This design comes from an exercise in tuning for small area on the open sky130 flow, not from production work.
In this exercise RTL edits were held to simulation tests only and were not proved equivalent to the original.
Power and IR drop assume default switching activity. The flow treats the clock pin as an ideal source, which a real chip does not have.

==> flow/design.v <==
`default_nettype none
package multi_pwm_pkg;
    localparam int NCH_DEFAULT   = 24;
    localparam int WIDTH_DEFAULT = 10;
    function automatic integer ch_idx_width(input integer nch);
        if (nch > 1) ch_idx_width = $clog2(nch);
        else         ch_idx_width = 1;
    endfunction
    typedef logic [WIDTH_DEFAULT-1:0] count_t;
endpackage
`default_nettype wire
`default_nettype none
module pwm_maj (
    input  logic a,
    input  logic b,
    input  logic c,
    output logic y
);
    assign y = (a & b) | (a & c) | (b & c);
endmodule
module pwm_fa (
    input  logic a,
    input  logic b,
    input  logic ci,
    output logic s,
    output logic co
);
    assign s  = a ^ b ^ ci;
    assign co = (a & b) | (a & ci) | (b & ci);
endmodule
module pwm_ha (
    input  logic a,
    input  logic b,
    output logic s,
    output logic co
);
    assign s  = a ^ b;
    assign co = a & b;
endmodule
module pwm_sel (
    input  logic d,
    input  logic en,
    input  logic q,
    input  logic en_n,
    output logic y
);
    assign y = (d & en) | (q & en_n);
endmodule
module pwm_cmp2 (
    input  logic [1:0] a,
    input  logic [1:0] nb,
    input  logic       c,
    output logic       y
);
    logic t;
    assign t = (a[0] & nb[0]) | (a[0] & c) | (nb[0] & c);
    assign y = (a[1] & nb[1]) | (a[1] & t) | (nb[1] & t);
endmodule
module pwm_cmp2s (
    input  logic [1:0] a,
    input  logic [1:0] nb,
    output logic       y
);
    logic t;
    assign t = a[0] & nb[0];
    assign y = (a[1] & nb[1]) | (a[1] & t) | (nb[1] & t);
endmodule
module pwm_gt
#(
    parameter int N = 10
) (
    input  logic [N-1:0] a,
    input  logic [N-1:0] nb,
    output logic         gt
);
    localparam int NP = N / 2;
    logic [NP:1] c;
    pwm_cmp2s u_c0 (.a(a[1:0]), .nb(nb[1:0]), .y(c[1]));
    for (genvar i = 1; i < NP; i++) begin : g_pair
        pwm_cmp2 u_c (.a(a[2*i+1:2*i]), .nb(nb[2*i+1:2*i]), .c(c[i]), .y(c[i+1]));
    end
    if (N % 2) begin : g_odd
        pwm_maj u_maj (.a(a[N-1]), .b(nb[N-1]), .c(c[NP]), .y(gt));
    end else begin : g_even
        assign gt = c[NP];
    end
endmodule
module pwm_chan_cmp
#(
    parameter int WIDTH = multi_pwm_pkg::WIDTH_DEFAULT
) (
    input  logic             clk,
    input  logic             reset_n,
    input  logic             wr_i,        
    input  logic             wr_n_i,      
    input  logic [WIDTH-1:0] wr_ton_i,
    input  logic [WIDTH-1:0] wr_phase_i,
    input  logic             load_i,      
    input  logic             load_n_i,    
    input  logic [WIDTH-1:0] ncnt_i,      
    input  logic [WIDTH:0]   ncntp_i,     
    input  logic             run_i,       
    input  logic             oe_i,
    output logic             pwm_o
);
    logic [WIDTH-1:0] ton_s_q, phase_s_q;
    logic [WIDTH-1:0] ton_a_q, phase_a_q;
    logic [WIDTH-1:0] ton_s_d, phase_s_d, ton_a_d, phase_a_d;
    logic [WIDTH:0]   w_end;
    logic [WIDTH:0]   w_ec;
    logic             w_end_lo_gt;
    logic             w_ph_gt, w_end_gt, w_endp_gt, w_ton_gt, w_raw;
    logic             pwm_q;
    logic written_q;
    logic w_load;
    always_ff @(posedge clk or negedge reset_n) begin
        if (!reset_n) begin
            written_q <= 1'b0;
        end else begin
            written_q <= written_q | wr_i;
        end
    end
    assign w_load = load_i & written_q;
    for (genvar i = 0; i < WIDTH; i++) begin : g_sel
        pwm_sel u_ton_s   (.d(wr_ton_i[i]),   .en(wr_i),       .q(ton_s_q[i]),   .en_n(wr_n_i),   .y(ton_s_d[i]));
        pwm_sel u_phase_s (.d(wr_phase_i[i]), .en(wr_i),       .q(phase_s_q[i]), .en_n(wr_n_i),   .y(phase_s_d[i]));
        pwm_sel u_ton_a   (.d(ton_s_q[i]),    .en(w_load)    , .q(ton_a_q[i]),   .en_n(load_n_i), .y(ton_a_d[i]));
        pwm_sel u_phase_a (.d(phase_s_q[i]),  .en(w_load),     .q(phase_a_q[i]), .en_n(load_n_i), .y(phase_a_d[i]));
    end
    always_ff @(posedge clk) begin
        ton_s_q   <= ton_s_d;
        phase_s_q <= phase_s_d;
        ton_a_q   <= ton_a_d;
        phase_a_q <= phase_a_d;
    end
    pwm_ha u_ha (.a(phase_a_q[0]), .b(ton_a_q[0]), .s(w_end[0]), .co(w_ec[1]));
    for (genvar i = 1; i < WIDTH; i++) begin : g_add
        pwm_fa u_fa (.a(phase_a_q[i]), .b(ton_a_q[i]), .ci(w_ec[i]), .s(w_end[i]), .co(w_ec[i+1]));
    end
    assign w_end[WIDTH] = w_ec[WIDTH];
    pwm_gt #(.N(WIDTH))   u_ph   (.a(phase_a_q), .nb(ncnt_i),          .gt(w_ph_gt));
    pwm_gt #(.N(WIDTH))   u_end  (.a(w_end[WIDTH-1:0]), .nb(ncnt_i), .gt(w_end_lo_gt));
    assign w_end_gt = w_end[WIDTH] | w_end_lo_gt;
    pwm_gt #(.N(WIDTH+1)) u_endp (.a(w_end),     .nb(ncntp_i),         .gt(w_endp_gt));
    pwm_gt #(.N(WIDTH))   u_ton  (.a(ton_a_q),   .nb(ncnt_i),          .gt(w_ton_gt));
    assign w_raw = (!w_ph_gt && w_end_gt) || (w_endp_gt && w_ton_gt);
    always_ff @(posedge clk or negedge reset_n) begin
        if (!reset_n) begin
            pwm_q <= 1'b0;
        end else begin
            pwm_q <= w_raw & run_i & oe_i;
        end
    end
    assign pwm_o = pwm_q;
endmodule
`default_nettype wire
`default_nettype none
module multi_pwm_dbuf
#(
    parameter int NCH   = multi_pwm_pkg::NCH_DEFAULT,
    parameter int WIDTH = multi_pwm_pkg::WIDTH_DEFAULT
) (
    input  logic                           clk,
    input  logic                           reset_n,
    input  logic                           wr_en,
    input  logic [multi_pwm_pkg::ch_idx_width(NCH)-1:0]   wr_ch,
    input  logic [WIDTH-1:0]               wr_ton,
    input  logic [WIDTH-1:0]               wr_phase,
    input  logic                           period_wr,
    input  logic [WIDTH-1:0]               period_in,
    input  logic                           commit,
    input  logic [NCH-1:0]                 oe,
    output logic [NCH-1:0]                 pwm_out,
    output logic                           period_start,
    output logic                           update_pending,
    output logic                           update_done
);
    localparam int CHW = multi_pwm_pkg::ch_idx_width(NCH);
    logic [WIDTH-1:0] period_a_q, period_a_d;
    logic [WIDTH-1:0] period_s_q, period_s_d;
    logic [WIDTH-1:0] cnt_q;
    logic [WIDTH-1:0] cnt_d;
    logic [WIDTH-1:0] cnt_inc;
    logic [WIDTH:0]   cntp;
    logic [WIDTH:0]   w_ic;
    logic [WIDTH:0]   w_pc;
    logic             pending_q;
    logic             pending_d;
    logic             period_start_q;
    logic             update_done_q;
    logic             w_running;
    logic             w_boundary;
    logic             w_xfer;
    logic             w_clr;
    assign w_ic[0] = 1'b1;
    for (genvar i = 0; i < WIDTH; i++) begin : g_inc
        pwm_ha u_ha (.a(cnt_q[i]), .b(w_ic[i]), .s(cnt_inc[i]), .co(w_ic[i+1]));
    end
    pwm_ha u_pha (.a(cnt_q[0]), .b(period_a_q[0]), .s(cntp[0]), .co(w_pc[1]));
    for (genvar i = 1; i < WIDTH; i++) begin : g_cntp
        pwm_fa u_fa (.a(cnt_q[i]), .b(period_a_q[i]), .ci(w_pc[i]), .s(cntp[i]), .co(w_pc[i+1]));
    end
    assign cntp[WIDTH] = w_pc[WIDTH];
    always_comb begin
        w_running  = (period_a_q != '0);
        w_boundary = w_running && (cnt_inc == period_a_q);
        w_xfer     = pending_q && (w_boundary || !w_running);
        w_clr      = w_boundary || !w_running;
        pending_d  = w_xfer ? 1'b0 : (pending_q | commit);
        cnt_d      = cnt_inc & {WIDTH{!w_clr}};
    end
    for (genvar i = 0; i < WIDTH; i++) begin : g_per
        pwm_sel u_ps (.d(period_in[i]),  .en(period_wr), .q(period_s_q[i]), .en_n(!period_wr), .y(period_s_d[i]));
        pwm_sel u_pa (.d(period_s_q[i]), .en(w_xfer),    .q(period_a_q[i]), .en_n(!w_xfer),    .y(period_a_d[i]));
    end
    always_ff @(posedge clk or negedge reset_n) begin
        if (!reset_n) begin
            period_a_q     <= '0;
            period_s_q     <= '0;
            pending_q      <= 1'b0;
            period_start_q <= 1'b0;
            update_done_q  <= 1'b0;
        end else begin
            period_a_q     <= period_a_d;
            period_s_q     <= period_s_d;
            pending_q      <= pending_d;
            period_start_q <= w_running && (cnt_q == '0);
            update_done_q  <= w_xfer;
        end
    end
    always_ff @(posedge clk) begin
        cnt_q <= cnt_d;
    end
    logic [3:0] w_dec_hi;
    logic [7:0] w_dec_lo;
    always_comb begin
        for (int h = 0; h < 4; h++) w_dec_hi[h] = wr_en && (wr_ch[CHW-1:3] == 2'(h));
        for (int l = 0; l < 8; l++) w_dec_lo[l] = (wr_ch[2:0] == 3'(l));
    end
    generate
        for (genvar c = 0; c < NCH; c++) begin : g_chan
            logic w_wr;
            assign w_wr = w_dec_hi[c / 8] && w_dec_lo[c % 8];
            pwm_chan_cmp #(
                .WIDTH (WIDTH)
            ) u_cmp (
                .clk        (clk),
                .reset_n    (reset_n),
                .wr_i       (w_wr),
                .wr_n_i     (!w_wr),
                .wr_ton_i   (wr_ton),
                .wr_phase_i (wr_phase),
                .load_i     (w_xfer),
                .load_n_i   (!w_xfer),
                .ncnt_i     (~cnt_q),
                .ncntp_i    (~cntp),
                .run_i      (w_running),
                .oe_i       (oe[c]),
                .pwm_o      (pwm_out[c])
            );
        end
    endgenerate
    assign period_start   = period_start_q;
    assign update_pending = pending_q;
    assign update_done    = update_done_q;
endmodule
`default_nettype wire
export LEC_CHECK = 0
export CAP_MARGIN = 20
export CORE_MARGIN = 2
export CORE_UTILIZATION = 70
export CTS_CLUSTER_DIAMETER = 100
export CTS_CLUSTER_SIZE = 30
export SLEW_MARGIN = 20
export SYNTH_HIERARCHICAL = 1
export SYNTH_MINIMUM_KEEP_SIZE = 0
create_clock -name core_clock -period 10.0 [get_ports {clk}]
standard.sh (not shown) runs the stock make flow with config.mk's settings and CLKGATE_MAP_FILE= SYNTH_SCRIPT=/design/flow/synth_recipe.tcl, a recipe that flattens the netlist after the stock synthesis.
==> flow/flow/run.sh <==
#!/bin/bash
# Layout flow: the standard flow (standard.sh, with the standard
# synthesis), with two changes to how the layout is made:
#  - the port buffers are the smallest buffer, sky130_fd_sc_hd__buf_1;
#  - clock tree synthesis adds no dummy loads;

# The make output goes to flow_make.log here; each step's own log is under
# orfs/logs/.
set -euo pipefail
bash standard.sh \
    "BUFFER_PORTS_ARGS=-buffer_cell sky130_fd_sc_hd__buf_1" \
    "CTS_ARGS=-sink_clustering_enable -repair_clock_nets -sink_clustering_size 30 -sink_clustering_max_diameter 100 -dont_use_dummy_load" \
    finish > flow_make.log 2>&1
Edit:
--- a/flow/design.v
+++ b/flow/design.v
@@ -112,7 +112,7 @@
     logic             w_ph_gt, w_end_gt, w_endp_gt, w_ton_gt, w_raw;
     logic             pwm_q;
     logic written_q;
-    logic w_load;
+    logic w_load_ton;
     always_ff @(posedge clk or negedge reset_n) begin
         if (!reset_n) begin
             written_q <= 1'b0;
@@ -120,12 +120,12 @@
             written_q <= written_q | wr_i;
         end
     end
-    assign w_load = load_i & written_q;
+    assign w_load_ton = load_i & written_q;
     for (genvar i = 0; i < WIDTH; i++) begin : g_sel
         pwm_sel u_ton_s   (.d(wr_ton_i[i]),   .en(wr_i),       .q(ton_s_q[i]),   .en_n(wr_n_i),   .y(ton_s_d[i]));
         pwm_sel u_phase_s (.d(wr_phase_i[i]), .en(wr_i),       .q(phase_s_q[i]), .en_n(wr_n_i),   .y(phase_s_d[i]));
-        pwm_sel u_ton_a   (.d(ton_s_q[i]),    .en(w_load)    , .q(ton_a_q[i]),   .en_n(load_n_i), .y(ton_a_d[i]));
-        pwm_sel u_phase_a (.d(phase_s_q[i]),  .en(w_load),     .q(phase_a_q[i]), .en_n(load_n_i), .y(phase_a_d[i]));
+        pwm_sel u_ton_a   (.d(ton_s_q[i]),    .en(w_load_ton), .q(ton_a_q[i]),   .en_n(load_n_i), .y(ton_a_d[i]));
+        pwm_sel u_phase_a (.d(phase_s_q[i]),  .en(load_i),     .q(phase_a_q[i]), .en_n(load_n_i), .y(phase_a_d[i]));
     end
     always_ff @(posedge clk) begin
         ton_s_q   <= ton_s_d;
Result:
- total power hardly moves
- via count went up by 0.43%
- design area is about the same
- critical path depth does not change
- sequential share of layout area hardly moves
- wire length went up by 2.4%
- fmax went down by 2.3%
- area after synthesis stays the same
- worst setup slack degrades by 0.15 ns
- synthesized cell count is unchanged
- die area does not change
- register-to-register slack degrades by 0.15 ns
- sequential power is about the same

-- separate check: timing with driven ports --
Ports are ideal in the flow. The routed layouts listed here were re-timed in OpenROAD. Step 1 (the two cells are an assumption about what drives the block):
set clk [get_ports {clk}]
set_driving_cell -lib_cell sky130_fd_sc_hd__clkbuf_16 $clk
set_driving_cell -lib_cell sky130_fd_sc_hd__buf_2 [delete_from_list [all_inputs] $clk]
Step 2, shift: input delay + t, output delay - t, t = (earliest + latest rising clock arrival at the registers) / 2. This alone moves slack from input paths to output paths. Three values: ideal ports, drivers, drivers and shift; two values: the first two.
| run | t, ns | setup WS [ns] | worst setup path at the end | clock arrival spread, ns |
|---|---|---|---|---|
| the first run | 0.684 | 3.829 / 3.829 / 3.829 | register to register | 0.030 / 0.030 |
| the second run | 0.688 | 3.681 / 3.681 / 3.681 | register to register | 0.039 / 0.039 |
After both steps setup and hold are still met in every run listed.
